Background: an optimization exercise with open tools, aiming at small area and a short achievable clock period. Do not read the settings as production practice.
RTL that was checked went through simulation tests only; none was proved equivalent to the original.
Function not checked in run 3: the RTL went through the layout flow alone.
Power figures rest on the tool's default switching activity, not on a simulated workload.

## flow/design.v (module list and top-level ports; edited modules follow where they fit)
// module rvv_backend_mulmac_lanes: 107 lines
// module rvv_mulmac_benc: 20 lines
// module rvv_mulmac_mul33: 2393 lines
// module rvv_mulmac_sel: 3 lines
// module rvv_mulmac_xor: 3 lines
// module rvv_mulmac_xnor: 3 lines
// module rvv_mulmac_fa: 4 lines
// module rvv_mulmac_ha: 4 lines
// module rvv_mulmac_rdy: 3 lines
module rvv_backend_mulmac_lanes #(
  parameter int unsigned NUM_LANE = 2,
  parameter int unsigned LAT      = 3,
  parameter int unsigned OP_W     = 32,
  parameter int unsigned TAG_W    = 6
) (
  input  logic                               clk,
  input  logic                               rst,
  input  logic                               trap_flush_rvv,
  input  logic [$clog2(NUM_LANE+1)-1:0]      rs2ex_fifo_cnt,
  input  logic [NUM_LANE*OP_W-1:0]           rs2ex_uop_a,
  input  logic [NUM_LANE*OP_W-1:0]           rs2ex_uop_b,
  input  logic [NUM_LANE-1:0]                rs2ex_uop_signed,
  input  logic [NUM_LANE*TAG_W-1:0]          rs2ex_uop_tag,
  output logic [NUM_LANE-1:0]                ex2rs_fifo_pop,
  output logic [NUM_LANE-1:0]                ex2rob_valid,
  output logic [NUM_LANE*2*OP_W-1:0]         ex2rob_result,
  output logic [NUM_LANE*TAG_W-1:0]          ex2rob_tag,
  input  logic [NUM_LANE-1:0]                rob2ex_ready
);
  // ...
==> flow/run.sh <==
#!/bin/bash
# synth_recipe.tcl (not shown) runs the flow's synth.tcl, then flattens the netlist and writes it again
# the make line also repeats each setting of config.mk as NAME=value (left out here)
make -C /OpenROAD-flow-scripts/flow DESIGN_CONFIG=/design/flow/config.mk WORK_HOME=/design/flow/orfs CLKGATE_MAP_FILE= SYNTH_SCRIPT=/design/flow/synth_recipe.tcl finish
==> flow/config.mk <==
export PLATFORM = sky130hd
export DESIGN_NAME = rvv_backend_mulmac_lanes
export DESIGN_NICKNAME = rvv_backend_mulmac_lanes
export VERILOG_FILES = /design/flow/design.v
export SDC_FILE = /design/flow/constraint.sdc
export NUM_CORES = 4
export LEC_CHECK = 0
export CAP_MARGIN = 20
export CORE_MARGIN = 2
export CORE_UTILIZATION = 60
export SETUP_SLACK_MARGIN = 5
export SLEW_MARGIN = 20
export SYNTH_HIERARCHICAL = 1
export SYNTH_MINIMUM_KEEP_SIZE = 0
==> flow/constraint.sdc <==
create_clock -name core_clock -period 11.5 [get_ports {clk}]
set_input_delay 2.3000 -clock core_clock [delete_from_list [all_inputs] [get_ports {clk}]]
set_output_delay 2.3000 -clock core_clock [all_outputs]
set_load 0.01 [all_outputs]
==> results.py, run 1 <==
metrics = {
    "outcome": {
        "status": "timing/DRC/antenna clean",
    },
    "final_layout": {
        "layout.nets": 6987,
        "largest_reg_flops": 128,
        "n_antenna_cell": 1,
        "areaGrowthSynthToFinish_pct": 8.93,
        "largest_register": "g_lane.res2_q",
        "finalNonFillerCells": 7110,
        "multiInputGateArea_sq_mm": 0.0445,
    },
    "synthesis": {
        "synthAdderAreaFrac": 0.339,
        "synth_compound_area_frac": 0.141,
        "synth_top_family_by_area": "adder cells",
        "ys_async_sr_fraction": 0,
        "syn-mean-instance-area_sq_um": 11.8,
        "synth_area_leaders": "fa_1 29%, edfxtp_1 26%, xor2_1 16%, o22ai_1 10%, ha_1 4.7%",
        "synth_mux_area_frac": 0.000622,
        "netlist.area_leader.share": 0.292,
        "yosysMostFrequentCell": "xor2_1",
    },
    "global_routing": {
        "antenna_found_initial": 4,
        "grtUsageMet1": 0.467,
        "track_usage": 0.368,
        "met3_usage": 0.122,
    },
    "routing": {
        "highest_layer": "met5",
        "drtIter0Drc": 6040,
        "dr.pass1.iters": 5,
    },
    "worst_setup_path": {
        "reg2reg_to": "g_lane[0].hc1_q[17]$_DFFE_PP_",
        "crit_path_top_delay_cell": "clkdlybuf4s50_1",
        "critical_path_depth": 5,
        "crit_top_cell": "clkdlybuf4s50_1",
    },
    "worst_hold_path": {
        "hold_path_class": "reg -> reg",
    },
    "pwr": {
        "combPwrFrac": 0.727,
        "netSwitchingPower_uw": 11300,
    },
    "sta": {
        "tns_ns": 0,
        "fin_crit_sh": 0.552,
        "fmax_mhz": 158,
        "layout_setup_ws_ns": 5.15,
        "final_hold_viol_count": 0,
        "fin_crit_ns": 6.35,
    },
    "cts": {
        "cts_setup_buffers": 0,
        "cts.sinks": 560,
    },
    "floorplan": {
        "tapCellCount": 1403,
        "core_sq_mm": 0.107,
        "ios": 293,
    },
}
==> run 2, diff against run 1 <==
--- a/flow/config.mk
+++ b/flow/config.mk
@@ -8,5 +8,5 @@
 export CAP_MARGIN = 20
 export CORE_MARGIN = 2
-export CORE_UTILIZATION = 60
+export CORE_UTILIZATION = 70
 export SETUP_SLACK_MARGIN = 5
 export SLEW_MARGIN = 20
==> results.py, run 2 <==
metrics = {
    "pwr": {
        "internal_power_uw": 13700,
        "power_uw": 25100,
        "vdd_drop_max_mv": 0.276,
        "clockPowerShare": 0.079,
        "combPwrFrac": 0.732,
        "p_seq_frac": 0.188,
        "p_sw_frac": 0.455,
        "leakagePower_uw": 0.0280,
        "power.density_mw_per_mm2": 360,
        "netSwitchingPower_uw": 11400,
    },
    "cts": {
        "clock_latency_ns": 0.70,
        "cts_made_buffers": 60,
        "cts_tree": "built",
        "cts.sinks": 560,
        "cts-root-buf": "clkbuf_16",
        "clockBufferDepth": 3,
        "cts_resized": 0,
        "postCtsHoldBufs": 0,
        "path_clk_slew_ns": 0.06,
        "cts_max_level": 2,
        "cts_setup_buffers": 0,
    },
    "worst_hold_path": {
        "hold_path_class": "reg -> reg",
        "whs_endpoint": "g_lane[1].res2_q[15]$_DFFE_PP_",
        "hold_start": "g_lane[1].lo1_q[15]$_DFFE_PP_",
        "whs_path_depth": 0,
    },
    "outcome": {
        "status": "timing/DRC/antenna clean",
    },
    "floorplan": {
        "core_sq_mm": 0.0914,
        "die_h_microns": 307,
        "die-width_microns": 307,
        "rows": 111,
        "initial_core_util": 0.705,
        "dieArea_sq_mm": 0.0945,
        "ios": 293,
    },
    "run": {
        "maxCapViolCount": 0,
    },
    "global_routing": {
        "grt_pass1_vias": 52962,
        "track_usage": 0.415,
        "antenna_found_initial": 3,
        "grt-ovfl-total": 0,
        "grt_pass1_wl_microns": 299000,
        "grt_max_degree": 156,
    },
    "synthesis": {
        "netlist.area_leader.share": 0.292,
        "yosys.area_share.xor_xnor": 0.175,
        "synth_area_leaders": "fa_1 29%, edfxtp_1 26%, xor2_1 16%, o22ai_1 10%, ha_1 4.7%",
        "synth_edf_count": 554,
        "synth_mux_area_frac": 0.000622,
        "synthFlopType": "edfxtp_1",
        "yosys_warnings": 9,
        "yosysTopAreaCell": "fa_1",
        "ys_async_sr_fraction": 0,
        "synth-simple-area-share": 0.0345,
        "synth_seq_area_share": 0.260,
        "synth_top_family_by_area": "adder cells",
        "synthesis.area_sq_mm": 0.0644,
        "synthAdderAreaFrac": 0.339,
        "syn-num-nets": 6769,
        "synth_compound_area_frac": 0.141,
        "syn-mean-instance-area_sq_um": 11.8,
        "synth_common_cells": "1157 x xor2_1, 1058 x o22ai_1, 940 x fa_1",
        "ys_ff_latch": 560,
        "synth.distinct_cells": 89,
        "netlist_instances": 5440,
        "yosysMostFrequentCell": "xor2_1",
    },
    "worst_setup_path": {
        "worst-endpoint-required_ns": 9.20,
        "reg2reg_from": "g_lane[0].nax_q[12]$_DFFE_PP_",
        "critPathKind": "in -> out",
        "reg2reg_to": "g_lane[0].cy1_q$_DFFE_PP_",
        "reg2regPathDepth": 13,
        "critPathMaxFanout": 7,
        "cp.arrival_ns": 4.08,
        "cp-end-kind": "primary output",
        "reg2reg_slack_ns": 6.71,
        "start_kind": "input pin",
    },
    "final_layout": {
        "stdcell_area_sq_mm": 0.0698,
        "largest_register": "g_lane.res2_q",
        "final_cell_mix": "1157 x xor2_1, 1058 x o22ai_1, 940 x fa_1, 554 x edfxtp_1, 292 x clkdlybuf4s50_1",
        "layout_commonest_cell": "xor2_1",
        "drive_gt1_frac": 0.0544,
        "areaGrowthSynthToFinish_pct": 8.39,
        "finalNonFillerCells": 6890,
        "reg_top3": "g_lane.res2_q (128), g_lane.hc1_q (94), g_lane.hs1_q (94)",
        "largest_reg_flops": 128,
        "layout.nets": 6980,
    },
    "sta": {
        "drv_slew": 0,
        "rsz0062_at_grt": "false",
        "fin_crit_sh": 0.555,
        "layout_setup_ws_ns": 5.12,
        "skew_ns": 0.0261,
        "tightest_slew_ns": 1.03,
        "fin_crit_ns": 6.38,
        "final_hold_viol_count": 0,
        "setup_viol": 0,
        "fmax_mhz": 157,
        "relSlewSlack": 0.313,
        "tns_ns": 0,
    },
    "routing": {
        "dr.pass1.iters": 7,
        "vias": 49403,
        "met2_length_microns": 87700,
        "drc": 0,
        "met1_length_microns": 64300,
        "viasPerCell": 7.17,
        "drtIter0Drc": 6887,
        "routed_wirelength_microns": 195000,
        "route.antenna.remaining_nets": 0,
        "wl_per_cell_microns": 28.2,
        "met3_length_microns": 28700,
        "highest_layer": "met5",
    },
    "placement": {
        "place_ws_ns": 5.11,
        "gp_congestion": 0.945,
        "portBuffers": 292,
        "place_area_sq_mm": 0.0678,
        "dpl.hpwl_microns": 119000,
        "placed_cells": 6775,
    },
}
run 2: cell counts after synthesis:
No cell type changed its count.
run 2: worst max-delay path, cell delays in order:
cell and delay [ns]:
clkdlybuf4s50_1 0.43, or2_2 0.38, nor3b_1 0.24, and3_1 0.20, clkdlybuf4s50_1 0.53
run 2: area by class of cell:
class | instances | area (sq um)
clock buffers | 74 | 1600
multi-input cells | 4351 | 44500
fillers | 6045 | 21600
inverters | 215 | 807
repair buffers | 463 | 4220
clock inverters | 40 | 432
flip-flops and latches | 560 | 16800
well taps | 1186 | 1480
diodes | 1 | 2.50
run 2: how the worst max path moves through the flow:
stage	start	end
floorplan	rob2ex_ready[0]	g_lane[0].cy1_q$_DFFE_PP_
global placement	trap_flush_rvv	ex2rs_fifo_pop[1]
detailed placement	trap_flush_rvv	ex2rs_fifo_pop[1]
CTS	trap_flush_rvv	ex2rs_fifo_pop[1]
global route	trap_flush_rvv	ex2rs_fifo_pop[1]
finish	trap_flush_rvv	ex2rs_fifo_pop[1]
run 2: logic make-up (layout without fill, tap and decap cells):
kind of cell    Yosys count  count (layout)
flops                   560             560
compound gates         1420            1420
fa+ha+maj              1180            1180
xor+xnor               1290            1290
buf+inv                 529             792
other cells               2               3
mux                       4               4
simple gates            455             455
run 2: through the flow:
stage	util	hold WS, ns
2_1_floorplan	-	0.400
3_3_place_gp	0.742	0.401
3_5_place_dp	0.742	0.405
4_1_cts	0.764	0.412
5_1_grt	0.764	0.422
6_report	0.764	0.414
run 2: per-module statistics from Yosys, one instance, submodules excluded, excerpt:
module | copies in the design | flip-flops and latches | cell area (sq um) | cells
rvv_backend_mulmac_lanes | 1 | 560 | 23400 | 1472
rvv_mulmac_mul33 | 2 | 0 | 1600 | 254
rvv_mulmac_fa | 934 | 0 | 20.0 | 1
rvv_mulmac_ha | 88 | 0 | 12.5 | 1
rvv_mulmac_xnor | 32 | 0 | 8.76 | 1
rvv_mulmac_xor | 1120 | 0 | 8.76 | 1
rvv_mulmac_sel | 1056 | 0 | 6.26 | 1
rvv_mulmac_rdy | 4 | 0 | 6.26 | 1
run 2: metal layers:
metal	vias to the layer above	track usage
met5	-	0
met4	4	0.235
met3	1347	0.147
met2	4205	0.655
met1	23896	0.495
li1	19951	-
run 2: power groups by stage:
stage	Clock, uW	Combinational (uW)	Sequential (uW)
after floorplan	0	16400	5150
after global placement	0	17100	4750
after detailed placement	0	17700	4780
after CTS	2030	17900	4740
after global routing	2090	20100	4810
final	1990	18400	4740
==> module rvv_backend_mulmac_lanes, before the edit <==
module rvv_backend_mulmac_lanes #(
  parameter int unsigned NUM_LANE = 2,
  parameter int unsigned LAT      = 3,
  parameter int unsigned OP_W     = 32,
  parameter int unsigned TAG_W    = 6
) (
  input  logic                               clk,
  input  logic                               rst,
  input  logic                               trap_flush_rvv,
  input  logic [$clog2(NUM_LANE+1)-1:0]      rs2ex_fifo_cnt,
  input  logic [NUM_LANE*OP_W-1:0]           rs2ex_uop_a,
  input  logic [NUM_LANE*OP_W-1:0]           rs2ex_uop_b,
  input  logic [NUM_LANE-1:0]                rs2ex_uop_signed,
  input  logic [NUM_LANE*TAG_W-1:0]          rs2ex_uop_tag,
  output logic [NUM_LANE-1:0]                ex2rs_fifo_pop,
  output logic [NUM_LANE-1:0]                ex2rob_valid,
  output logic [NUM_LANE*2*OP_W-1:0]         ex2rob_result,
  output logic [NUM_LANE*TAG_W-1:0]          ex2rob_tag,
  input  logic [NUM_LANE-1:0]                rob2ex_ready
);
  localparam int unsigned CNT_W = $clog2(NUM_LANE + 1);
  localparam int unsigned RES_W = 2 * OP_W;
  localparam int unsigned LO_W  = 17;
  localparam int unsigned HI_W  = RES_W - LO_W;
  logic [NUM_LANE-1:0] cand;
  logic [NUM_LANE-1:0] lane_rdy;
  logic [NUM_LANE-1:0] pop;
  logic                chain;
  always_comb begin
    cand  = '0;
    pop   = '0;
    chain = 1'b1;
    for (int i = 0; i < NUM_LANE; i++) begin
      cand[i] = (rs2ex_fifo_cnt > CNT_W'(i)) && !trap_flush_rvv && !rst;
      pop[i]  = cand[i] && lane_rdy[i] && chain;
      chain   = pop[i];
    end
  end
  assign ex2rs_fifo_pop = pop;
  for (genvar l = 0; l < NUM_LANE; l++) begin : g_lane
    logic [2:0]       vld_q;
    logic             data_en;
    logic [32:0]      nax;
    logic [16:0]      nx1;
    logic [15:0]      nx2;
    logic [16:0]      neg;
    logic [32:0]      nax_q;
    logic [16:0]      nx1_q;
    logic [15:0]      nx2_q;
    logic [16:0]      neg_q;
    logic [RES_W-1:0] cs_s;
    logic [RES_W-1:0] cs_c;
    logic [LO_W:0]    lo_sum;
    logic [LO_W-1:0]  lo1_q;
    logic             cy1_q;
    logic [HI_W-1:0]  hs1_q;
    logic [HI_W-1:0]  hc1_q;
    logic [RES_W-1:0] res2_q;
    logic [TAG_W-1:0] tag_q [3];
    rvv_mulmac_rdy u_rdy (.vld(vld_q[2]), .ready(rob2ex_ready[l]), .rdy(lane_rdy[l]));
    rvv_mulmac_rdy u_den (.vld(vld_q[2]), .ready(rob2ex_ready[l]), .rdy(data_en));
    always_ff @(posedge clk) begin
      if (rst || trap_flush_rvv) begin
        vld_q <= '0;
      end else if (lane_rdy[l]) begin
        vld_q <= {vld_q[1:0], pop[l]};
      end
    end
    rvv_mulmac_benc u_benc (
      .a   (rs2ex_uop_a[l*OP_W +: OP_W]),
      .b   (rs2ex_uop_b[l*OP_W +: OP_W]),
      .sgn (rs2ex_uop_signed[l]),
      .nax (nax),
      .nx1 (nx1),
      .nx2 (nx2),
      .neg (neg)
    );
    rvv_mulmac_mul33 u_mul (
      .nax (nax_q),
      .nx1 (nx1_q),
      .nx2 (nx2_q),
      .neg (neg_q),
      .r0  (cs_s),
      .r1  (cs_c)
    );
    assign lo_sum = {1'b0, cs_s[LO_W-1:0]} + {1'b0, cs_c[LO_W-1:0]};
    always_ff @(posedge clk) begin
      if (data_en) begin
        nax_q    <= nax;
        nx1_q    <= nx1;
        nx2_q    <= nx2;
        neg_q    <= neg;
        tag_q[0] <= rs2ex_uop_tag[l*TAG_W +: TAG_W];
        lo1_q    <= lo_sum[LO_W-1:0];
        cy1_q    <= lo_sum[LO_W];
        hs1_q    <= cs_s[RES_W-1:LO_W];
        hc1_q    <= cs_c[RES_W-1:LO_W];
        tag_q[1] <= tag_q[0];
        res2_q   <= {hs1_q + hc1_q + HI_W'(cy1_q), lo1_q};
        tag_q[2] <= tag_q[1];
      end
    end
    assign ex2rob_valid[l]                 = vld_q[2] && !trap_flush_rvv;
    assign ex2rob_result[l*RES_W +: RES_W] = res2_q;
    assign ex2rob_tag[l*TAG_W +: TAG_W]    = tag_q[2];
  end
endmodule
==> run 3, diff against run 2 <==
--- a/flow/design.v
+++ b/flow/design.v
@@ -19,22 +19,16 @@
   input  logic [NUM_LANE-1:0]                rob2ex_ready
 );
-  localparam int unsigned CNT_W = $clog2(NUM_LANE + 1);
   localparam int unsigned RES_W = 2 * OP_W;
   localparam int unsigned LO_W  = 17;
   localparam int unsigned HI_W  = RES_W - LO_W;
-  logic [NUM_LANE-1:0] cand;
   logic [NUM_LANE-1:0] lane_rdy;
   logic [NUM_LANE-1:0] pop;
-  logic                chain;
-  always_comb begin
-    cand  = '0;
-    pop   = '0;
-    chain = 1'b1;
-    for (int i = 0; i < NUM_LANE; i++) begin
-      cand[i] = (rs2ex_fifo_cnt > CNT_W'(i)) && !trap_flush_rvv && !rst;
-      pop[i]  = cand[i] && lane_rdy[i] && chain;
-      chain   = pop[i];
-    end
-  end
+  rvv_mulmac_pop u_pop (
+    .cnt   (rs2ex_fifo_cnt),
+    .flush (trap_flush_rvv),
+    .rst   (rst),
+    .rdy   (lane_rdy),
+    .pop   (pop)
+  );
   assign ex2rs_fifo_pop = pop;
   for (genvar l = 0; l < NUM_LANE; l++) begin : g_lane
@@ -2536,4 +2530,16 @@
   assign co = a & b;
 endmodule
+module rvv_mulmac_pop (
+  input  logic [1:0] cnt,
+  input  logic       flush,
+  input  logic       rst,
+  input  logic [1:0] rdy,
+  output logic [1:0] pop
+);
+  logic go;
+  assign go     = !flush && !rst;
+  assign pop[0] = (cnt > 2'd0) && go && rdy[0];
+  assign pop[1] = (cnt > 2'd1) && go && rdy[0] && rdy[1];
+endmodule
 module rvv_mulmac_rdy (input logic vld, input logic ready, output logic rdy);
   assign rdy = !vld || ready;
==> flow/flow/run.sh (new file) <==
#!/bin/bash
# The standard ORFS layout (standard.sh, unchanged synthesis), with two changes to how
# the layout is optimised: the setup repair aims for a larger slack margin, and the port
# buffers are plain buffers (buf_2) rather than delay buffers. The SDC is the standard flow's.
set -euo pipefail
bash standard.sh SETUP_SLACK_MARGIN=6.2 "BUFFER_PORTS_ARGS=-buffer_cell sky130_fd_sc_hd__buf_2" finish > standard_flow.log 2>&1
==> flow/standard.sh (new file) <==
#!/bin/bash
# synth_recipe.tcl (not shown) runs the flow's synth.tcl, then flattens the netlist and writes it again
# the make line also repeats each setting of config.mk as NAME=value (left out here)
make -C /OpenROAD-flow-scripts/flow DESIGN_CONFIG=/design/flow/config.mk WORK_HOME=/design/flow/orfs CLKGATE_MAP_FILE= SYNTH_SCRIPT=/design/flow/synth_recipe.tcl "${@:-finish}"
--- a/flow/config.mk
+++ b/flow/config.mk
@@ -9,5 +9,4 @@
 export CORE_MARGIN = 2
 export CORE_UTILIZATION = 70
-export SETUP_SLACK_MARGIN = 5
 export SLEW_MARGIN = 20
 export SYNTH_HIERARCHICAL = 1
removed: flow/run.sh
==> results.py, run 3 <==
metrics = {
    "routing": {
        "routed_wirelength_microns": 198000,
        "route.antenna.remaining_nets": 0,
        "viasPerCell": 7.22,
        "wl_per_cell_microns": 29.0,
        "drc": 0,
        "vias": 49518,
        "dr.pass1.iters": 6,
        "drtIter0Drc": 7220,
    },
    "floorplan": {
        "initial_core_util": 0.709,
        "rows": 110,
        "ios": 293,
        "die_h_microns": 307,
        "core_sq_mm": 0.0904,
        "dieArea_sq_mm": 0.0940,
        "die-width_microns": 307,
    },
    "worst_setup_path": {
        "startpoint": "rob2ex_ready[0]",
        "cp-end-kind": "primary output",
        "start_kind": "input pin",
        "worst-endpoint-required_ns": 9.20,
        "critPathMaxFanout": 2,
        "critPathKind": "in -> out",
        "cp.arrival_ns": 3.01,
        "reg2reg_from": "g_lane[1].nax_q[11]$_DFFE_PP_",
        "reg2regPathDepth": 13,
    },
    "synthesis": {
        "synth_edf_count": 554,
        "yosysMostFrequentCell": "xor2_1",
        "ys_ff_latch": 560,
        "netlist.area_leader.share": 0.294,
        "synthFlopType": "edfxtp_1",
        "synth_seq_area_share": 0.261,
        "ys_async_sr_fraction": 0,
        "netlist_instances": 5411,
        "yosysTopAreaCell": "fa_1",
        "syn-num-nets": 6740,
        "synth_area_leaders": "fa_1 29%, edfxtp_1 26%, xor2_1 16%, o22ai_1 10%, ha_1 4.7%",
        "syn-mean-instance-area_sq_um": 11.8,
        "synth_common_cells": "1157 x xor2_1, 1058 x o22ai_1, 940 x fa_1",
        "synthesis.area_sq_mm": 0.0641,
        "yosys_warnings": 9,
        "synth.distinct_cells": 68,
    },
    "cts": {
        "cts_tree": "built",
        "cts_made_buffers": 61,
        "postCtsHoldBufs": 0,
        "clock_latency_ns": 0.69,
        "cts.sinks": 560,
        "cts_max_level": 2,
        "clockBufferDepth": 3,
        "cts-root-buf": "clkbuf_16",
        "path_clk_slew_ns": 0.06,
    },
    "final_layout": {
        "largest_reg_flops": 128,
        "stdcell_area_sq_mm": 0.0680,
        "largest_register": "g_lane.res2_q",
        "reg_top3": "g_lane.res2_q (128), g_lane.hc1_q (94), g_lane.hs1_q (94)",
        "layout.nets": 6955,
        "utilization": 0.752,
        "n_fill_cell": 6183,
        "drive_gt1_frac": 0.103,
        "multiInputGateArea_sq_mm": 0.0442,
        "areaGrowthSynthToFinish_pct": 6.18,
        "finalNonFillerCells": 6855,
        "layout_commonest_cell": "xor2_1",
        "seqCellArea_sq_mm": 0.0168,
        "final_cell_mix": "1157 x xor2_1, 1058 x o22ai_1, 940 x fa_1, 554 x edfxtp_1, 290 x buf_2",
    },
    "run": {
        "maxCapViolCount": 0,
    },
    "placement": {
        "portBuffers": 292,
        "dpl.hpwl_microns": 122000,
        "gp_congestion": 0.945,
        "place_area_sq_mm": 0.0660,
        "placed_cells": 6737,
    },
    "sta": {
        "fmax_mhz": 188,
        "final_hold_viol_count": 0,
        "tns_ns": 0,
        "rsz0062_at_grt": "true",
        "tightest_slew_ns": 1.07,
        "fin_crit_sh": 0.462,
        "setup_viol": 0,
        "relSlewSlack": 0.286,
        "fin_crit_ns": 5.31,
        "drv_slew": 0,
        "skew_ns": 0.0295,
    },
    "pwr": {
        "vdd_drop_max_mv": 0.329,
        "leakagePower_uw": 0.0280,
        "power.density_mw_per_mm2": 347,
    },
    "global_routing": {
        "grt_pass1_wl_microns": 303000,
        "grt-ovfl-total": 0,
        "grt_pass1_vias": 52265,
        "grt_max_degree": 129,
        "antenna_found_initial": 6,
        "track_usage": 0.426,
    },
    "worst_hold_path": {
        "whs_path_depth": 0,
        "hold_start": "g_lane[0].tag_q[0][1]$_DFFE_PP_",
        "hold_path_class": "reg -> reg",
    },
    "outcome": {
        "status": "timing/DRC/antenna clean",
    },
}
[run 3: timing repair]
| item | CTS | global route |
|---|---|---|
| pin swaps | 1 | 1 |
| setup buffers | 1 | 1 |
| gates resized for setup | 6 | 0 |
| setup endpoints to repair | 2 | 2 |
| hold endpoints to repair | 0 | 0 |
| gates cloned | 0 | 0 |
[run 3: Yosys stat by module, one instance, submodules excluded]
module | flops+latches | cells inside | copies in the design
rvv_mulmac_fa | 0 | 1 | 934
rvv_mulmac_rdy | 0 | 1 | 4
rvv_mulmac_mul33 | 0 | 254 | 2
rvv_backend_mulmac_lanes | 560 | 1440 | 1
rvv_mulmac_pop | 0 | 3 | 1
rvv_mulmac_ha | 0 | 1 | 88
rvv_mulmac_xor | 0 | 1 | 1120
rvv_mulmac_xnor | 0 | 1 | 32
rvv_mulmac_sel | 0 | 1 | 1056
rvv_mulmac_benc | 0 | 113 | 2
[run 3: through the flow]
| stage | hold WS, ns | total power (uW) | setup slack (ns) |
|---|---|---|---|
| floorplan | 0.400 | 21100 | 6.30 |
| global placement | 0.401 | 20500 | 6.00 |
| detailed placement | 0.405 | 21200 | 6.03 |
| CTS | 0.415 | 23200 | 6.22 |
| global route | 0.424 | 25600 | 6.17 |
| finish | 0.416 | 23600 | 6.19 |
[run 3: cells by family (layout without fill, tap and decap cells)]
logic type                 Yosys count  in the layout  synth area share
AOI/OAI and AO/OA                 1424           1424             0.139
xor gates and xnor gates          1299           1299             0.178
adders and majority gates         1180           1180             0.341
DFF                                560            560             0.261
buffers and inverters              529            794            0.0494
and+or+nand+nor                    411            411            0.0308
muxes                                6              6          0.000937
other                                2              5          0.000117
[run 3: layer usage]
metal / track usage / part of all wire
met5: 0.0150 / 0.0014
met4: 0.229 / 0.071
met3: 0.159 / 0.15
met2: 0.664 / 0.45
met1: 0.516 / 0.33
[run 3: final timing paths]
path | slack (ns) | endpoint
max | 6.19 | ex2rs_fifo_pop[1]
min | 0.42 | g_lane[0].tag_q[1][1]$_DFFE_PP_
max reg2reg | 6.26 | g_lane[1].cy1_q$_DFFE_PP_
min reg2reg | 0.42 | g_lane[0].tag_q[1][1]$_DFFE_PP_
[run 3: cell type report]
| type | instances | share of cell area |
|---|---|---|
| Inverter | 211 | 0.0116 |
| Clock buffer | 82 | 0.0245 |
| Clock inverter | 31 | 0.00489 |
| Sequential cell | 560 | 0.246 |
| Timing Repair Buffer | 470 | 0.0415 |
| Tap cell | 1176 | 0.0216 |
| Multi-Input combinational cell | 4322 | 0.650 |
| Antenna cell | 3 | 0.000110 |
[run 3: report_power, final]
part	switching (uW)	internal, uW
clock	853	1130
sequential	328	4500
combinational	9450	7350
[run 3: worst max-delay path: stages]
cell and delay, ns:
buf_6 0.07, nand2b_4 0.11, nor3b_4 0.20, and3_4 0.23
buf_6 0.10
==> run 4, diff against run 3 <==
--- a/flow/design.v
+++ b/flow/design.v
@@ -24,9 +24,11 @@
   logic [NUM_LANE-1:0] lane_rdy;
   logic [NUM_LANE-1:0] pop;
+  logic [NUM_LANE-1:0] head_vld;
   rvv_mulmac_pop u_pop (
     .cnt   (rs2ex_fifo_cnt),
     .flush (trap_flush_rvv),
     .rst   (rst),
-    .rdy   (lane_rdy),
+    .vld   (head_vld),
+    .ready (rob2ex_ready),
     .pop   (pop)
   );
@@ -50,6 +52,8 @@
     logic [HI_W-1:0]  hs1_q;
     logic [HI_W-1:0]  hc1_q;
+    logic [HI_W-1:0]  hi_sum;
     logic [RES_W-1:0] res2_q;
     logic [TAG_W-1:0] tag_q [3];
+    assign head_vld[l] = vld_q[2];
     rvv_mulmac_rdy u_rdy (.vld(vld_q[2]), .ready(rob2ex_ready[l]), .rdy(lane_rdy[l]));
     rvv_mulmac_rdy u_den (.vld(vld_q[2]), .ready(rob2ex_ready[l]), .rdy(data_en));
@@ -79,4 +83,5 @@
     );
     assign lo_sum = {1'b0, cs_s[LO_W-1:0]} + {1'b0, cs_c[LO_W-1:0]};
+    rvv_mulmac_addhi u_addhi (.a(hs1_q), .b(hc1_q), .ci(cy1_q), .s(hi_sum));
     always_ff @(posedge clk) begin
       if (data_en) begin
@@ -91,5 +96,5 @@
         hc1_q    <= cs_c[RES_W-1:LO_W];
         tag_q[1] <= tag_q[0];
-        res2_q   <= {hs1_q + hc1_q + HI_W'(cy1_q), lo1_q};
+        res2_q   <= {hi_sum, lo1_q};
         tag_q[2] <= tag_q[1];
       end
@@ -2513,4 +2518,162 @@
   assign r1[63] = t1052;
 endmodule
+module rvv_mulmac_addhi (
+  input  logic [46:0] a,
+  input  logic [46:0] b,
+  input  logic        ci,
+  output logic [46:0] s
+);
+  logic [46:0] g, t;
+  logic [47:0] c;
+  assign g = a & b;
+  assign t = a | b;
+  logic bg0, bp0;
+  assign bg0 = g[3] | (t[3] & (g[2] | (t[2] & (g[1] | (t[1] & (g[0]))))));
+  assign bp0 = t[0] & t[1] & t[2] & t[3];
+  logic bg1, bp1;
+  assign bg1 = g[7] | (t[7] & (g[6] | (t[6] & (g[5] | (t[5] & (g[4]))))));
+  assign bp1 = t[4] & t[5] & t[6] & t[7];
+  logic bg2, bp2;
+  assign bg2 = g[11] | (t[11] & (g[10] | (t[10] & (g[9] | (t[9] & (g[8]))))));
+  assign bp2 = t[8] & t[9] & t[10] & t[11];
+  logic bg3, bp3;
+  assign bg3 = g[15] | (t[15] & (g[14] | (t[14] & (g[13] | (t[13] & (g[12]))))));
+  assign bp3 = t[12] & t[13] & t[14] & t[15];
+  logic bg4, bp4;
+  assign bg4 = g[19] | (t[19] & (g[18] | (t[18] & (g[17] | (t[17] & (g[16]))))));
+  assign bp4 = t[16] & t[17] & t[18] & t[19];
+  logic bg5, bp5;
+  assign bg5 = g[23] | (t[23] & (g[22] | (t[22] & (g[21] | (t[21] & (g[20]))))));
+  assign bp5 = t[20] & t[21] & t[22] & t[23];
+  logic bg6, bp6;
+  assign bg6 = g[27] | (t[27] & (g[26] | (t[26] & (g[25] | (t[25] & (g[24]))))));
+  assign bp6 = t[24] & t[25] & t[26] & t[27];
+  logic bg7, bp7;
+  assign bg7 = g[31] | (t[31] & (g[30] | (t[30] & (g[29] | (t[29] & (g[28]))))));
+  assign bp7 = t[28] & t[29] & t[30] & t[31];
+  logic bg8, bp8;
+  assign bg8 = g[35] | (t[35] & (g[34] | (t[34] & (g[33] | (t[33] & (g[32]))))));
+  assign bp8 = t[32] & t[33] & t[34] & t[35];
+  logic bg9, bp9;
+  assign bg9 = g[39] | (t[39] & (g[38] | (t[38] & (g[37] | (t[37] & (g[36]))))));
+  assign bp9 = t[36] & t[37] & t[38] & t[39];
+  logic bg10, bp10;
+  assign bg10 = g[43] | (t[43] & (g[42] | (t[42] & (g[41] | (t[41] & (g[40]))))));
+  assign bp10 = t[40] & t[41] & t[42] & t[43];
+  logic bg11, bp11;
+  assign bg11 = g[46] | (t[46] & (g[45] | (t[45] & (g[44]))));
+  assign bp11 = t[44] & t[45] & t[46];
+  logic pfu1_1;
+  assign pfu1_1 = bg0 | (bp0 & ci);
+  logic pfu1_3;
+  assign pfu1_3 = bg2 | (bp2 & bg1);
+  logic pfv1_3;
+  assign pfv1_3 = bp2 & bp1;
+  logic pfu1_5;
+  assign pfu1_5 = bg4 | (bp4 & bg3);
+  logic pfv1_5;
+  assign pfv1_5 = bp4 & bp3;
+  logic pfu1_7;
+  assign pfu1_7 = bg6 | (bp6 & bg5);
+  logic pfv1_7;
+  assign pfv1_7 = bp6 & bp5;
+  logic pfu1_9;
+  assign pfu1_9 = bg8 | (bp8 & bg7);
+  logic pfv1_9;
+  assign pfv1_9 = bp8 & bp7;
+  logic pfu1_11;
+  assign pfu1_11 = bg10 | (bp10 & bg9);
+  logic pfv1_11;
+  assign pfv1_11 = bp10 & bp9;
+  logic pfu2_3;
+  assign pfu2_3 = pfu1_3 | (pfv1_3 & pfu1_1);
+  logic pfu2_7;
+  assign pfu2_7 = pfu1_7 | (pfv1_7 & pfu1_5);
+  logic pfv2_7;
+  assign pfv2_7 = pfv1_7 & pfv1_5;
+  logic pfu2_11;
+  assign pfu2_11 = pfu1_11 | (pfv1_11 & pfu1_9);
+  logic pfv2_11;
+  assign pfv2_11 = pfv1_11 & pfv1_9;
+  logic pfu4_7;
+  assign pfu4_7 = pfu2_7 | (pfv2_7 & pfu2_3);
+  logic pfd4_11;
+  assign pfd4_11 = pfu2_11 | (pfv2_11 & pfu4_7);
+  logic pfd2_5;
+  assign pfd2_5 = pfu1_5 | (pfv1_5 & pfu2_3);
+  logic pfd2_9;
+  assign pfd2_9 = pfu1_9 | (pfv1_9 & pfu4_7);
+  logic pfd1_2;
+  assign pfd1_2 = bg1 | (bp1 & pfu1_1);
+  logic pfd1_4;
+  assign pfd1_4 = bg3 | (bp3 & pfu2_3);
+  logic pfd1_6;
+  assign pfd1_6 = bg5 | (bp5 & pfd2_5);
+  logic pfd1_8;
+  assign pfd1_8 = bg7 | (bp7 & pfu4_7);
+  logic pfd1_10;
+  assign pfd1_10 = bg9 | (bp9 & pfd2_9);
+  logic pfd1_12;
+  assign pfd1_12 = bg11 | (bp11 & pfd4_11);
+  assign c[0] = ci;
+  assign c[4] = pfu1_1;
+  assign c[8] = pfd1_2;
+  assign c[12] = pfu2_3;
+  assign c[16] = pfd1_4;
+  assign c[20] = pfd2_5;
+  assign c[24] = pfd1_6;
+  assign c[28] = pfu4_7;
+  assign c[32] = pfd1_8;
+  assign c[36] = pfd2_9;
+  assign c[40] = pfd1_10;
+  assign c[44] = pfd4_11;
+  rvv_mulmac_fa u_fa0 (.a(a[0]), .b(b[0]), .c(c[0]), .s(s[0]), .co(c[1]));
+  rvv_mulmac_fa u_fa1 (.a(a[1]), .b(b[1]), .c(c[1]), .s(s[1]), .co(c[2]));
+  rvv_mulmac_fa u_fa2 (.a(a[2]), .b(b[2]), .c(c[2]), .s(s[2]), .co(c[3]));
+  rvv_mulmac_fa u_fa3 (.a(a[3]), .b(b[3]), .c(c[3]), .s(s[3]), .co());
+  rvv_mulmac_fa u_fa4 (.a(a[4]), .b(b[4]), .c(c[4]), .s(s[4]), .co(c[5]));
+  rvv_mulmac_fa u_fa5 (.a(a[5]), .b(b[5]), .c(c[5]), .s(s[5]), .co(c[6]));
+  rvv_mulmac_fa u_fa6 (.a(a[6]), .b(b[6]), .c(c[6]), .s(s[6]), .co(c[7]));
+  rvv_mulmac_fa u_fa7 (.a(a[7]), .b(b[7]), .c(c[7]), .s(s[7]), .co());
+  rvv_mulmac_fa u_fa8 (.a(a[8]), .b(b[8]), .c(c[8]), .s(s[8]), .co(c[9]));
+  rvv_mulmac_fa u_fa9 (.a(a[9]), .b(b[9]), .c(c[9]), .s(s[9]), .co(c[10]));
+  rvv_mulmac_fa u_fa10 (.a(a[10]), .b(b[10]), .c(c[10]), .s(s[10]), .co(c[11]));
+  rvv_mulmac_fa u_fa11 (.a(a[11]), .b(b[11]), .c(c[11]), .s(s[11]), .co());
+  rvv_mulmac_fa u_fa12 (.a(a[12]), .b(b[12]), .c(c[12]), .s(s[12]), .co(c[13]));
+  rvv_mulmac_fa u_fa13 (.a(a[13]), .b(b[13]), .c(c[13]), .s(s[13]), .co(c[14]));
+  rvv_mulmac_fa u_fa14 (.a(a[14]), .b(b[14]), .c(c[14]), .s(s[14]), .co(c[15]));
+  rvv_mulmac_fa u_fa15 (.a(a[15]), .b(b[15]), .c(c[15]), .s(s[15]), .co());
+  rvv_mulmac_fa u_fa16 (.a(a[16]), .b(b[16]), .c(c[16]), .s(s[16]), .co(c[17]));
+  rvv_mulmac_fa u_fa17 (.a(a[17]), .b(b[17]), .c(c[17]), .s(s[17]), .co(c[18]));
+  rvv_mulmac_fa u_fa18 (.a(a[18]), .b(b[18]), .c(c[18]), .s(s[18]), .co(c[19]));
+  rvv_mulmac_fa u_fa19 (.a(a[19]), .b(b[19]), .c(c[19]), .s(s[19]), .co());
+  rvv_mulmac_fa u_fa20 (.a(a[20]), .b(b[20]), .c(c[20]), .s(s[20]), .co(c[21]));
+  rvv_mulmac_fa u_fa21 (.a(a[21]), .b(b[21]), .c(c[21]), .s(s[21]), .co(c[22]));
+  rvv_mulmac_fa u_fa22 (.a(a[22]), .b(b[22]), .c(c[22]), .s(s[22]), .co(c[23]));
+  rvv_mulmac_fa u_fa23 (.a(a[23]), .b(b[23]), .c(c[23]), .s(s[23]), .co());
+  rvv_mulmac_fa u_fa24 (.a(a[24]), .b(b[24]), .c(c[24]), .s(s[24]), .co(c[25]));
+  rvv_mulmac_fa u_fa25 (.a(a[25]), .b(b[25]), .c(c[25]), .s(s[25]), .co(c[26]));
+  rvv_mulmac_fa u_fa26 (.a(a[26]), .b(b[26]), .c(c[26]), .s(s[26]), .co(c[27]));
+  rvv_mulmac_fa u_fa27 (.a(a[27]), .b(b[27]), .c(c[27]), .s(s[27]), .co());
+  rvv_mulmac_fa u_fa28 (.a(a[28]), .b(b[28]), .c(c[28]), .s(s[28]), .co(c[29]));
+  rvv_mulmac_fa u_fa29 (.a(a[29]), .b(b[29]), .c(c[29]), .s(s[29]), .co(c[30]));
+  rvv_mulmac_fa u_fa30 (.a(a[30]), .b(b[30]), .c(c[30]), .s(s[30]), .co(c[31]));
+  rvv_mulmac_fa u_fa31 (.a(a[31]), .b(b[31]), .c(c[31]), .s(s[31]), .co());
+  rvv_mulmac_fa u_fa32 (.a(a[32]), .b(b[32]), .c(c[32]), .s(s[32]), .co(c[33]));
+  rvv_mulmac_fa u_fa33 (.a(a[33]), .b(b[33]), .c(c[33]), .s(s[33]), .co(c[34]));
+  rvv_mulmac_fa u_fa34 (.a(a[34]), .b(b[34]), .c(c[34]), .s(s[34]), .co(c[35]));
+  rvv_mulmac_fa u_fa35 (.a(a[35]), .b(b[35]), .c(c[35]), .s(s[35]), .co());
+  rvv_mulmac_fa u_fa36 (.a(a[36]), .b(b[36]), .c(c[36]), .s(s[36]), .co(c[37]));
+  rvv_mulmac_fa u_fa37 (.a(a[37]), .b(b[37]), .c(c[37]), .s(s[37]), .co(c[38]));
+  rvv_mulmac_fa u_fa38 (.a(a[38]), .b(b[38]), .c(c[38]), .s(s[38]), .co(c[39]));
+  rvv_mulmac_fa u_fa39 (.a(a[39]), .b(b[39]), .c(c[39]), .s(s[39]), .co());
+  rvv_mulmac_fa u_fa40 (.a(a[40]), .b(b[40]), .c(c[40]), .s(s[40]), .co(c[41]));
+  rvv_mulmac_fa u_fa41 (.a(a[41]), .b(b[41]), .c(c[41]), .s(s[41]), .co(c[42]));
+  rvv_mulmac_fa u_fa42 (.a(a[42]), .b(b[42]), .c(c[42]), .s(s[42]), .co(c[43]));
+  rvv_mulmac_fa u_fa43 (.a(a[43]), .b(b[43]), .c(c[43]), .s(s[43]), .co());
+  rvv_mulmac_fa u_fa44 (.a(a[44]), .b(b[44]), .c(c[44]), .s(s[44]), .co(c[45]));
+  rvv_mulmac_fa u_fa45 (.a(a[45]), .b(b[45]), .c(c[45]), .s(s[45]), .co(c[46]));
+  rvv_mulmac_fa u_fa46 (.a(a[46]), .b(b[46]), .c(c[46]), .s(s[46]), .co());
+endmodule
 module rvv_mulmac_sel (input logic nx1, input logic nx2, input logic na, input logic nam, output logic y);
   assign y = ~((nx1 | na) & (nx2 | nam));
@@ -2534,8 +2697,11 @@
   input  logic       flush,
   input  logic       rst,
-  input  logic [1:0] rdy,
+  input  logic [1:0] vld,
+  input  logic [1:0] ready,
   output logic [1:0] pop
 );
-  logic go;
+  logic       go;
+  logic [1:0] rdy;
+  assign rdy    = ~vld | ready;
   assign go     = !flush && !rst;
   assign pop[0] = (cnt > 2'd0) && go && rdy[0];
==> flow/flow/run.sh (replaced) <==
#!/bin/bash
# The standard ORFS layout (standard.sh, unchanged synthesis), with two changes to how
# the layout is optimised: the setup repair aims for a larger slack margin, and the port
# buffers are plain buffers (buf_1) rather than delay buffers. The SDC is the standard flow's.
set -euo pipefail
bash standard.sh SETUP_SLACK_MARGIN=6.4 "BUFFER_PORTS_ARGS=-buffer_cell sky130_fd_sc_hd__buf_1" finish > standard_flow.log 2>&1
--- a/flow/config.mk
+++ b/flow/config.mk
@@ -9,4 +9,5 @@
 export CORE_MARGIN = 2
 export CORE_UTILIZATION = 70
+export CTS_BUF_LIST = sky130_fd_sc_hd__clkbuf_4 sky130_fd_sc_hd__clkbuf_8
 export SLEW_MARGIN = 20
 export SYNTH_HIERARCHICAL = 1
==> results.py, run 4 <==
metrics = {
    "routing": {
        "drc": 0,
        "viasPerCell": 7.14,
        "routed_wirelength_microns": 186000,
        "dr.pass1.iters": 6,
        "route.antenna.remaining_nets": 0,
        "drtIter0Drc": 6385,
        "wl_per_cell_microns": 28.0,
        "vias": 47308,
    },
    "final_layout": {
        "largest_register": "g_lane.res2_q",
        "reg_top3": "g_lane.res2_q (128), g_lane.hc1_q (94), g_lane.hs1_q (94)",
        "drive_gt1_frac": 0.0637,
        "utilization": 0.742,
        "stdcell_area_sq_mm": 0.0665,
        "largest_reg_flops": 128,
        "layout.nets": 6711,
        "layout_commonest_cell": "xor2_1",
        "final_cell_mix": "1129 x xor2_1, 1080 x o22ai_1, 1030 x fa_1, 554 x edfxtp_1, 286 x buf_1",
        "areaGrowthSynthToFinish_pct": 5.55,
    },
    "worst_setup_path": {
        "critPathKind": "in -> out",
        "cp-end-kind": "primary output",
        "cp.arrival_ns": 2.91,
        "reg2regPathDepth": 12,
        "startpoint": "rob2ex_ready[0]",
        "reg2reg_to": "g_lane[1].lo1_q[16]$_DFFE_PP_",
        "start_kind": "input pin",
        "critPathMaxFanout": 2,
        "worst-endpoint-required_ns": 9.20,
        "reg2reg_from": "g_lane[1].nax_q[10]$_DFFE_PP_",
        "reg2reg_slack_ns": 6.79,
    },
    "run": {
        "maxCapViolCount": 0,
    },
    "placement": {
        "gp_congestion": 0.910,
        "portBuffers": 292,
        "dpl.hpwl_microns": 113000,
        "place_area_sq_mm": 0.0645,
        "place_ws_ns": 6.20,
    },
    "synthesis": {
        "ys_ff_latch": 560,
        "synth_edf_count": 554,
        "yosysMostFrequentCell": "xor2_1",
        "synthesis.area_sq_mm": 0.0630,
        "yosysTopAreaCell": "fa_1",
        "netlist_instances": 5123,
        "synth_seq_area_share": 0.266,
        "syn-num-nets": 6452,
        "ys_async_sr_fraction": 0,
        "synth_common_cells": "1129 x xor2_1, 1080 x o22ai_1, 1030 x fa_1",
        "synthFlopType": "edfxtp_1",
        "netlist.area_leader.share": 0.327,
        "synth_area_leaders": "fa_1 33%, edfxtp_1 26%, xor2_1 16%, o22ai_1 11%, buf_4 3.4%",
        "yosys_warnings": 9,
        "synth.distinct_cells": 67,
        "syn-mean-instance-area_sq_um": 12.3,
    },
    "cts": {
        "clock_latency_ns": 0.81,
        "postCtsHoldBufs": 0,
        "cts_max_level": 3,
        "cts_made_buffers": 94,
        "cts.sinks": 560,
        "cts-root-buf": "clkbuf_8",
        "clockBufferDepth": 3,
        "path_clk_slew_ns": 0.06,
        "cts_tree": "built",
    },
    "global_routing": {
        "track_usage": 0.409,
        "grt_max_degree": 148,
        "grt_pass1_vias": 50908,
        "grt_pass1_wl_microns": 290000,
        "grt-ovfl-total": 0,
        "antenna_found_initial": 16,
    },
    "sta": {
        "tightest_slew_ns": 1.05,
        "skew_ns": 0.0979,
        "final_hold_viol_count": 0,
        "setup_viol": 0,
        "relSlewSlack": 0.301,
        "fmax_mhz": 192,
        "drv_slew": 0,
        "fin_crit_sh": 0.453,
        "fin_crit_ns": 5.21,
        "rsz0062_at_grt": "true",
        "tns_ns": 0,
        "layout_setup_ws_ns": 6.29,
    },
    "floorplan": {
        "rows": 110,
        "die_h_microns": 304,
        "ios": 293,
        "dieArea_sq_mm": 0.0924,
        "die-width_microns": 304,
        "core_sq_mm": 0.0896,
        "initial_core_util": 0.703,
    },
    "worst_hold_path": {
        "whs_path_depth": 0,
        "whs_endpoint": "g_lane[0].tag_q[2][0]$_DFFE_PP_",
        "hold_path_class": "reg -> reg",
        "hold_start": "g_lane[0].tag_q[1][0]$_DFFE_PP_",
    },
    "pwr": {
        "power_uw": 21800,
        "leakagePower_uw": 0.0263,
        "power.density_mw_per_mm2": 328,
        "vdd_drop_max_mv": 0.288,
    },
    "outcome": {
        "status": "timing/DRC/antenna clean",
    },
}
## run 4: worst max-delay path by stage
| stage | endpoint | slack (ns) | cells past startpoint |
|---|---|---|---|
| finish | ex2rs_fifo_pop[1] | 6.29 | 4 |
| global route | ex2rs_fifo_pop[1] | 6.25 | 4 |
| CTS | ex2rs_fifo_pop[0] | 6.29 | 3 |
| detailed placement | ex2rs_fifo_pop[0] | 6.20 | 4 |
| global placement | ex2rs_fifo_pop[0] | 6.25 | 4 |
| floorplan | ex2rs_fifo_pop[0] | 6.51 | 1 |
## run 4: per-module statistics from Yosys (local to each module, per instance), excerpt
module | area (sq um) | copies in the design | flops+latches | cells
rvv_backend_mulmac_lanes | 18500 | 1 | 560 | 799
rvv_mulmac_addhi | 776 | 2 | 0 | 128
rvv_mulmac_benc | 659 | 2 | 0 | 113
rvv_mulmac_pop | 50.0 | 1 | 0 | 6
rvv_mulmac_sel | 6.26 | 1056 | 0 | 1
rvv_mulmac_rdy | 6.26 | 4 | 0 | 1
## run 4: final cells by class
class,instances,area (sq um)
sequential,560,16800
clock inverter,39,287
multi-input combinational,4055,43200
timing repair buffer,467,2470
tap,1176,1470
antenna,3,7.51
fill,6199,23100
inverter,204,766
clock buffer,123,1540
## run 4: worst max-delay path, stage by stage
cell and delay, ns:
buf_8 0.10, nor2b_4 0.13, and4b_1 0.23, buf_2 0.15
## run 4: cells by family (layout without fill, tap and decap cells)
group | count (synthesis) | after routing | synth area share
compound gates | 1303 | 1303 | 0.130
xor+xnor | 1209 | 1209 | 0.168
fa+ha+maj | 1194 | 1194 | 0.360
flops | 560 | 560 | 0.266
buf+inv | 508 | 833 | 0.0488
simple gates | 341 | 341 | 0.0259
mux | 6 | 6 | 0.000954
other cells | 2 | 5 | 0.000119
## run 4: metrics by stage
stage	hold slack, ns	cells
floorplan	0.400	5123
global placement	0.401	6457
detailed placement	0.405	6457
CTS	0.382	6621
global route	0.403	6625
finish	0.370	6627
## run 4: report_power, final
part / switching, uW / total (uW) / internal [uW] / leakage (uW)
sequential: 553 / 5070 / 4520 / 0.00587
combinational: 8300 / 15000 / 6670 / 0.0195
clock: 843 / 1780 / 937 / 0.000954
total: 9690 / 21800 / 12100 / 0.0263
## run 4: repair_timing
action                                  CTS  global route
buffers inserted                          2             2
pin swaps                                 0             4
resized for setup                         8            10
endpoints found under the hold margin     0             0
endpoints found under the setup margin    2             2
## run 4: per-layer routing
metal,vias up,part of all wire,global-route usage
li1,18845,-,-
met1,23373,0.36,0.549
met2,4121,0.43,0.590
met3,947,0.16,0.158
met4,22,0.054,0.197
met5,-,0.00079,0.00362
==> run 5, diff against run 4 <==
--- a/flow/config.mk
+++ b/flow/config.mk
@@ -8,5 +8,5 @@
 export CAP_MARGIN = 20
 export CORE_MARGIN = 2
-export CORE_UTILIZATION = 70
+export CORE_UTILIZATION = 80
 export CTS_BUF_LIST = sky130_fd_sc_hd__clkbuf_4 sky130_fd_sc_hd__clkbuf_8
 export SLEW_MARGIN = 20
==> results.py, run 5 <==
metrics = {
    "cts": {
        "path_clk_slew_ns": 0.06,
        "cts.sinks": 560,
        "clockBufferDepth": 3,
        "cts-root-buf": "clkbuf_8",
        "cts_tree": "built",
        "cts_max_level": 3,
        "clock_latency_ns": 0.78,
        "cts_made_buffers": 92,
    },
    "worst_hold_path": {
        "hold_path_class": "reg -> reg",
        "whs_path_depth": 0,
    },
    "worst_setup_path": {
        "cpLargestDelayFamily": "simple AND/OR/NAND/NOR gates",
        "critPathMaxFanout": 2,
        "crit_path_top_delay_cell": "nor4_2",
        "reg2regPathDepth": 12,
        "cpPeakStageDelay_ns": 0.26,
        "crit_end": "ex2rs_fifo_pop[0]",
        "cp.arrival_ns": 2.88,
        "path_buf_inv": 2,
        "reg2reg_to": "g_lane[0].cy1_q$_DFFE_PP_",
        "path_cells": "buf_1 > nor2_1 > nor4_2 > buf_2",
        "reg2reg_slack_ns": 6.60,
        "start_kind": "input pin",
        "cp-end-kind": "primary output",
        "startpoint": "rs2ex_fifo_cnt[1]",
        "reg2reg_from": "g_lane[0].nax_q[6]$_DFFE_PP_",
        "critical_path_depth": 4,
        "critPathKind": "in -> out",
        "worst-endpoint-required_ns": 9.20,
    },
    "sta": {
        "rsz0062_at_grt": "true",
        "tns_ns": 0,
        "drv_slew": 0,
        "fin_crit_sh": 0.451,
        "tightest_slew_ns": 1.04,
        "fin_crit_ns": 5.18,
        "fmax_mhz": 193,
        "final_hold_viol_count": 0,
        "skew_ns": 0.101,
        "relSlewSlack": 0.310,
        "setup_viol": 0,
    },
    "global_routing": {
        "grt_pass1_wl_microns": 291000,
        "grt_pass1_vias": 52786,
        "track_usage": 0.472,
        "antenna_found_initial": 8,
        "grt_max_degree": 145,
        "grt-ovfl-total": 0,
    },
    "final_layout": {
        "largest_reg_flops": 128,
        "utilization": 0.852,
        "largest_register": "g_lane.res2_q",
        "drive_gt1_frac": 0.0631,
        "final_cell_mix": "1129 x xor2_1, 1080 x o22ai_1, 1030 x fa_1, 554 x edfxtp_1, 286 x buf_1",
        "reg_top3": "g_lane.res2_q (128), g_lane.hc1_q (94), g_lane.hs1_q (94)",
        "areaGrowthSynthToFinish_pct": 5.15,
        "n_fill_cell": 4114,
        "layout_commonest_cell": "xor2_1",
        "layout.nets": 6706,
    },
    "run": {
        "maxCapViolCount": 0,
    },
    "synthesis": {
        "ys_async_sr_fraction": 0,
        "synth_top_family_by_area": "adder cells",
        "synth-simple-area-share": 0.0259,
        "ys_ff_latch": 560,
        "synth_area_leaders": "fa_1 33%, edfxtp_1 26%, xor2_1 16%, o22ai_1 11%, buf_4 3.4%",
        "synth_compound_area_frac": 0.130,
        "syn-num-nets": 6452,
        "yosys_warnings": 9,
        "synth_edf_count": 554,
        "yosysTopAreaCell": "fa_1",
        "synth_seq_area_share": 0.266,
        "synthFlopType": "edfxtp_1",
        "synth_mux_area_frac": 0.000954,
        "synth.distinct_cells": 67,
        "netlist.area_leader.share": 0.327,
        "synthesis.area_sq_mm": 0.0630,
        "synth_common_cells": "1129 x xor2_1, 1080 x o22ai_1, 1030 x fa_1",
        "yosys.area_share.xor_xnor": 0.168,
        "syn-mean-instance-area_sq_um": 12.3,
        "yosysMostFrequentCell": "xor2_1",
        "synthAdderAreaFrac": 0.360,
        "netlist_instances": 5123,
    },
    "routing": {
        "wl_per_cell_microns": 28.9,
        "met2_length_microns": 80100,
        "viasPerCell": 7.50,
        "highest_layer": "met5",
        "dr.pass1.iters": 10,
        "route.antenna.remaining_nets": 0,
        "vias": 48660,
        "met1_length_microns": 60300,
        "drc": 0,
        "drtIter0Drc": 7881,
        "routed_wirelength_microns": 188000,
        "met3_length_microns": 34000,
    },
    "pwr": {
        "netSwitchingPower_uw": 10200,
        "clockPowerShare": 0.079,
        "p_sw_frac": 0.456,
        "vdd_drop_max_mv": 0.273,
        "leakagePower_uw": 0.0262,
        "power.density_mw_per_mm2": 338,
        "combPwrFrac": 0.694,
        "internal_power_uw": 12200,
        "p_seq_frac": 0.227,
    },
    "floorplan": {
        "ios": 293,
        "core_sq_mm": 0.0777,
        "initial_core_util": 0.810,
        "dieArea_sq_mm": 0.0810,
        "rows": 102,
        "die-width_microns": 285,
        "die_h_microns": 285,
    },
    "outcome": {
        "status": "timing/DRC/antenna clean",
    },
    "placement": {
        "dpl.hpwl_microns": 114000,
        "portBuffers": 292,
        "gp_congestion": 0.944,
    },
}
==> run 5: cell counts after synthesis <==
No cell type changed its count.
==> run 5: layout make-up <==
cell class / count / area, sq um / area share
Clock buffer: 118 / 1470 / 0.0222
Sequential cell: 560 / 16800 / 0.253
Multi-Input combinational cell: 4055 / 43200 / 0.652
Tap cell: 1040 / 1300 / 0.0197
Inverter: 204 / 766 / 0.0116
Timing Repair Buffer: 464 / 2450 / 0.0370
Clock inverter: 47 / 312 / 0.00471
Antenna cell: 3 / 7.51 / 0.000113
==> run 5: layer usage <==
metal | global-route usage | up-vias
met2 | 0.673 | 5058
met5 | 0.00417 | -
met4 | 0.258 | 12
met3 | 0.210 | 1460
met1 | 0.609 | 23301
li1 | - | 18829
==> run 5: worst register-to-register path: cells and delay by family (launching register included) <==
kind | cells | cell delay, ns
compound gates | 6 | 1.62
buf+inv | 1 | 0.49
xor+xnor | 1 | 0.20
fa+ha+maj | 4 | 1.92
flops | 1 | 0.33
==> run 5: stage by stage <==
stage | hold WS (ns) | setup WS (ns) | cells | total power [uW] | instance area (sq um)
floorplan | 0.400 | 6.51 | 5123 | 20200 | 63000
global placement | 0.401 | 6.25 | 6320 | 19100 | 64400
detailed placement | 0.405 | 6.23 | 6320 | 20100 | 64400
CTS | 0.416 | 6.32 | 6486 | 21900 | 66200
global route | 0.399 | 6.25 | 6489 | 24300 | 66200
finish | 0.398 | 6.32 | 6491 | 22300 | 66200
==> run 5: cells by family after synthesis <==
family	after synthesis
AOI/OAI and AO/OA	1303
xor gates and xnor gates	1209
adders and majority gates	1194
buffers and inverters	508
DFF	560
muxes	6
other	2
and+or+nand+nor	341
==> run 5: per-module statistics from Yosys (local to each module, per instance) <==
| module | cells | flops+latches | cell area (sq um) |
|---|---|---|---|
| rvv_backend_mulmac_lanes | 799 | 560 | 18500 |
| rvv_mulmac_addhi | 128 | 0 | 776 |
| rvv_mulmac_benc | 113 | 0 | 659 |
| rvv_mulmac_fa | 1 | 0 | 20.0 |
| rvv_mulmac_ha | 1 | 0 | 12.5 |
| rvv_mulmac_mul33 | 254 | 0 | 1600 |
| rvv_mulmac_pop | 6 | 0 | 50.0 |
| rvv_mulmac_rdy | 1 | 0 | 6.26 |
| rvv_mulmac_sel | 1 | 0 | 6.26 |
| rvv_mulmac_xnor | 1 | 0 | 8.76 |
| rvv_mulmac_xor | 1 | 0 | 8.76 |
==> run 5: how the worst min path moves through the flow <==
stage,startpoint,end
after floorplan,g_lane[0].lo1_q[0]$_DFFE_PP_,g_lane[0].res2_q[0]$_DFFE_PP_
after global placement,g_lane[1].tag_q[1][1]$_DFFE_PP_,g_lane[1].tag_q[2][1]$_DFFE_PP_
after detailed placement,g_lane[0].tag_q[0][3]$_DFFE_PP_,g_lane[0].tag_q[1][3]$_DFFE_PP_
after CTS,g_lane[0].lo1_q[4]$_DFFE_PP_,g_lane[0].res2_q[4]$_DFFE_PP_
after global routing,g_lane[0].lo1_q[5]$_DFFE_PP_,g_lane[0].res2_q[5]$_DFFE_PP_
final,g_lane[1].lo1_q[1]$_DFFE_PP_,g_lane[1].res2_q[1]$_DFFE_PP_
==> run 5: what timing repair did <==
action	4_1_cts	5_1_grt
gates cloned	0	0
gates resized for setup	7	2
buffers inserted	1	0
hold buffers	0	0
pin swaps	1	0
endpoints found under the hold margin	0	0
setup endpoints to repair	2	3
==> run 5: power groups by stage <==
| stage | clock [uW] | combinational [uW] | sequential [uW] |
|---|---|---|---|
| after floorplan | 0 | 14800 | 5390 |
| after global placement | 0 | 14000 | 5060 |
| after detailed placement | 0 | 15000 | 5110 |
| after CTS | 1780 | 15100 | 5080 |
| after global routing | 1860 | 17200 | 5180 |
| final | 1760 | 15500 | 5080 |
==> run 6, diff against run 5 <==
==> flow/flow/run.sh (replaced) <==
#!/bin/bash
# The standard ORFS layout (standard.sh, unchanged synthesis), with two changes to how
# the layout is optimised: the setup repair aims for a larger slack margin, and the port
# buffers are plain buffers (buf_1) rather than delay buffers. The SDC is the standard flow's.
set -euo pipefail
bash standard.sh SETUP_SLACK_MARGIN=6.6 "BUFFER_PORTS_ARGS=-buffer_cell sky130_fd_sc_hd__buf_1" finish > standard_flow.log 2>&1
--- a/flow/config.mk
+++ b/flow/config.mk
@@ -8,6 +8,7 @@
 export CAP_MARGIN = 20
 export CORE_MARGIN = 2
-export CORE_UTILIZATION = 80
-export CTS_BUF_LIST = sky130_fd_sc_hd__clkbuf_4 sky130_fd_sc_hd__clkbuf_8
+export CORE_UTILIZATION = 70
+export CTS_BUF_LIST = sky130_fd_sc_hd__clkbuf_4
+export CTS_CLUSTER_SIZE = 20
 export SLEW_MARGIN = 20
 export SYNTH_HIERARCHICAL = 1
==> results.py, run 6 <==
metrics = {
    "routing": {
        "drc": 0,
        "route.antenna.remaining_nets": 0,
        "viasPerCell": 7.09,
        "dr.pass1.iters": 7,
        "routed_wirelength_microns": 187000,
        "vias": 47622,
        "drtIter0Drc": 6826,
        "wl_per_cell_microns": 27.8,
    },
    "final_layout": {
        "layout.nets": 6763,
        "n_fill_cell": 6285,
        "final_cell_mix": "1129 x xor2_1, 1080 x o22ai_1, 1030 x fa_1, 554 x edfxtp_1, 283 x buf_1",
        "drive_gt1_frac": 0.0791,
        "largest_reg_flops": 128,
        "layout_commonest_cell": "xor2_1",
        "finalNonFillerCells": 6716,
        "largest_register": "g_lane.res2_q",
        "areaGrowthSynthToFinish_pct": 5.71,
        "reg_top3": "g_lane.res2_q (128), g_lane.hc1_q (94), g_lane.hs1_q (94)",
    },
    "global_routing": {
        "grt_pass1_vias": 51064,
        "track_usage": 0.411,
        "grt_pass1_wl_microns": 290000,
        "grt-ovfl-total": 0,
        "antenna_found_initial": 21,
        "grt_max_degree": 157,
    },
    "worst_setup_path": {
        "worst-endpoint-required_ns": 9.20,
        "cp-end-kind": "primary output",
        "cp.arrival_ns": 2.89,
        "cpPeakStageDelay_ns": 0.28,
        "start_kind": "input pin",
        "path_cells": "buf_2 > nor4_4 > buf_2",
        "crit_path_top_delay_cell": "nor4_4",
        "crit_top_cell": "buf_2",
        "critPathKind": "in -> out",
        "critPathMaxFanout": 3,
    },
    "floorplan": {
        "ios": 293,
        "dieArea_sq_mm": 0.0924,
        "die-width_microns": 304,
        "rows": 110,
        "die_h_microns": 304,
        "core_sq_mm": 0.0896,
        "initial_core_util": 0.703,
    },
    "pwr": {
        "leakagePower_uw": 0.0265,
        "power.density_mw_per_mm2": 331,
        "power_uw": 22100,
        "p_seq_frac": 0.229,
        "p_sw_frac": 0.447,
        "internal_power_uw": 12200,
        "vdd_drop_max_mv": 0.271,
        "combPwrFrac": 0.688,
        "clockPowerShare": 0.082,
        "netSwitchingPower_uw": 9860,
    },
    "cts": {
        "cts-root-buf": "clkbuf_4",
        "path_clk_slew_ns": 0.06,
        "cts_max_level": 4,
        "cts_made_buffers": 147,
        "cts_tree": "built",
        "clockBufferDepth": 3,
        "cts.sinks": 560,
        "clock_latency_ns": 1.06,
    },
    "run": {
        "maxCapViolCount": 0,
    },
    "synthesis": {
        "synth_area_leaders": "fa_1 33%, edfxtp_1 26%, xor2_1 16%, o22ai_1 11%, buf_4 3.4%",
        "syn-mean-instance-area_sq_um": 12.3,
        "netlist_instances": 5123,
        "syn-num-nets": 6452,
        "synthesis.area_sq_mm": 0.0630,
        "synth_edf_count": 554,
        "ys_async_sr_fraction": 0,
        "synth_common_cells": "1129 x xor2_1, 1080 x o22ai_1, 1030 x fa_1",
        "synth.distinct_cells": 67,
        "netlist.area_leader.share": 0.327,
        "synth_seq_area_share": 0.266,
        "yosysTopAreaCell": "fa_1",
        "synthFlopType": "edfxtp_1",
        "ys_ff_latch": 560,
        "yosysMostFrequentCell": "xor2_1",
        "yosys_warnings": 9,
    },
    "placement": {
        "gp_congestion": 0.920,
        "placed_cells": 6457,
        "portBuffers": 292,
        "dpl.hpwl_microns": 113000,
    },
    "sta": {
        "tns_ns": 0,
        "drv_slew": 0,
        "fin_crit_sh": 0.451,
        "final_hold_viol_count": 0,
        "rsz0062_at_grt": "true",
        "tightest_slew_ns": 1.03,
        "fin_crit_ns": 5.19,
        "skew_ns": 0.0852,
        "setup_viol": 0,
        "relSlewSlack": 0.314,
        "fmax_mhz": 193,
    },
    "worst_hold_path": {
        "hold_path_class": "reg -> reg",
    },
    "outcome": {
        "status": "timing/DRC/antenna clean",
    },
}
run 6: worst max-delay path, delay by kind of cell:
kind | cells | cell delay, ns
simple gates | 1 | 0.28
buf+inv | 2 | 0.31
run 6: kinds of logic (layout without fill, tap and decap cells):
kind of cell | Yosys count | after routing | share of synthesized area
AO/OA/AOI/OAI | 1303 | 1303 | 0.130
other | 2 | 4 | 0.000119
XOR/XNOR | 1209 | 1209 | 0.168
buffers and inverters | 508 | 923 | 0.0488
multiplexers | 6 | 6 | 0.000954
adder cells (fa/ha/maj) | 1194 | 1194 | 0.360
AND/OR/NAND/NOR | 341 | 341 | 0.0259
flip-flops | 560 | 560 | 0.266
run 6: metal layers:
layer  vias up  wire, microns  track usage
li1      19032              -            -
met1     23352          66800        0.546
met2      4208          80400        0.595
met3       996          29200        0.157
met5         -            244      0.00207
met4        34          10200        0.205
run 6: power by group through the flow:
| stage | combinational (uW) | clock, uW | sequential, uW |
|---|---|---|---|
| 6_report | 15200 | 1820 | 5060 |
| 5_1_grt | 17100 | 1970 | 5170 |
| 4_1_cts | 15100 | 1870 | 5060 |
| 3_5_place_dp | 15000 | 0 | 5100 |
| 3_3_place_gp | 14300 | 0 | 5070 |
| 2_1_floorplan | 14800 | 0 | 5390 |
run 6: stage by stage:
| step | worst slack, ns | hold slack [ns] | utilization | instance area (sq um) |
|---|---|---|---|---|
| floorplan | 6.55 | 0.400 | - | 63000 |
| global placement | 6.25 | 0.400 | 0.721 | 64600 |
| detailed placement | 6.22 | 0.405 | 0.721 | 64600 |
| CTS | 6.31 | 0.385 | 0.742 | 66500 |
| global route | 6.29 | 0.394 | 0.743 | 66600 |
| finish | 6.31 | 0.388 | 0.743 | 66600 |
run 6: repair_timing:
item | CTS | global route
setup endpoints to repair | 4 | 5
setup buffers | 2 | 2
gates resized for setup | 14 | 7
pin swaps | 2 | 2
hold buffers | 0 | 0
run 6: worst paths after layout:
check | cells past startpoint | startpoint | slack (ns) | endpoint
worst min-delay path | 0 | g_lane[1].lo1_q[2]$_DFFE_PP_ | 0.39 | g_lane[1].res2_q[2]$_DFFE_PP_
worst max-delay path | 3 | rst | 6.31 | ex2rs_fifo_pop[0]
worst max register to register | 12 | g_lane[0].nax_q[10]$_DFFE_PP_ | 6.84 | g_lane[0].cy1_q$_DFFE_PP_
worst min register to register | 0 | g_lane[1].lo1_q[2]$_DFFE_PP_ | 0.39 | g_lane[1].res2_q[2]$_DFFE_PP_
run 6: area by class of cell:
cell class,instances,area (sq um),area share
flip-flops and latches,560,16800,0.252
multi-input cells,4055,43200,0.649
repair buffers,466,2480,0.0372
clock inverters,41,318,0.00477
well taps,1176,1470,0.0221
inverters,204,766,0.0115
diodes,2,5.00,0.0000752
clock buffers,212,1590,0.0239
run 6: modules after synthesis, one instance, submodules excluded:
module,copies in the design,area [sq um],cells inside
rvv_mulmac_mul33,2,1600,254
rvv_mulmac_pop,1,50.0,6
rvv_mulmac_xnor,32,8.76,1
rvv_mulmac_benc,2,659,113
rvv_mulmac_fa,1028,20.0,1
rvv_mulmac_addhi,2,776,128
rvv_mulmac_ha,88,12.5,1
rvv_mulmac_xor,1120,8.76,1
rvv_mulmac_rdy,4,6.26,1
rvv_mulmac_sel,1056,6.26,1
rvv_backend_mulmac_lanes,1,18500,799

==> static timing again, ports no longer ideal <==
The flow's constraints put no driver on any port. The routed layouts listed below were extracted and timed again, unchanged, in two steps. Step 1 (the two cells are an assumption about what drives the block):
set clk [get_ports {clk}]
set_driving_cell -lib_cell sky130_fd_sc_hd__clkbuf_16 $clk
set_driving_cell -lib_cell sky130_fd_sc_hd__buf_2 [delete_from_list [all_inputs] $clk]
Step 2 also shifts input and output timing later by t, the mid clock arrival at the registers, as if the neighbouring blocks saw the same clock. Three values: ideal, step 1, step 2; two values: the first two.
run | t, ns | setup slack, ns | clock arrival spread, ns
run 1 | 0.716 | 5.153 / 5.130 / 5.130 | 0.029 / 0.029
run 2 | 0.760 | 5.117 / 5.095 / 5.095 | 0.027 / 0.026
run 3 | 0.755 | 6.187 / 6.140 / 6.140 | 0.032 / 0.032
run 4 | 0.826 | 6.287 / 6.247 / 6.247 | 0.108 / 0.107
run 5 | 0.803 | 6.319 / 6.292 / 6.292 | 0.102 / 0.102
run 6 | 1.094 | 6.312 / 6.264 / 6.264 | 0.090 / 0.090
After both steps every run listed still meets setup and hold. For run 6, which loses most, drivers alone change the setup slack by -0.048 ns; drivers and shift together by -0.048 ns.
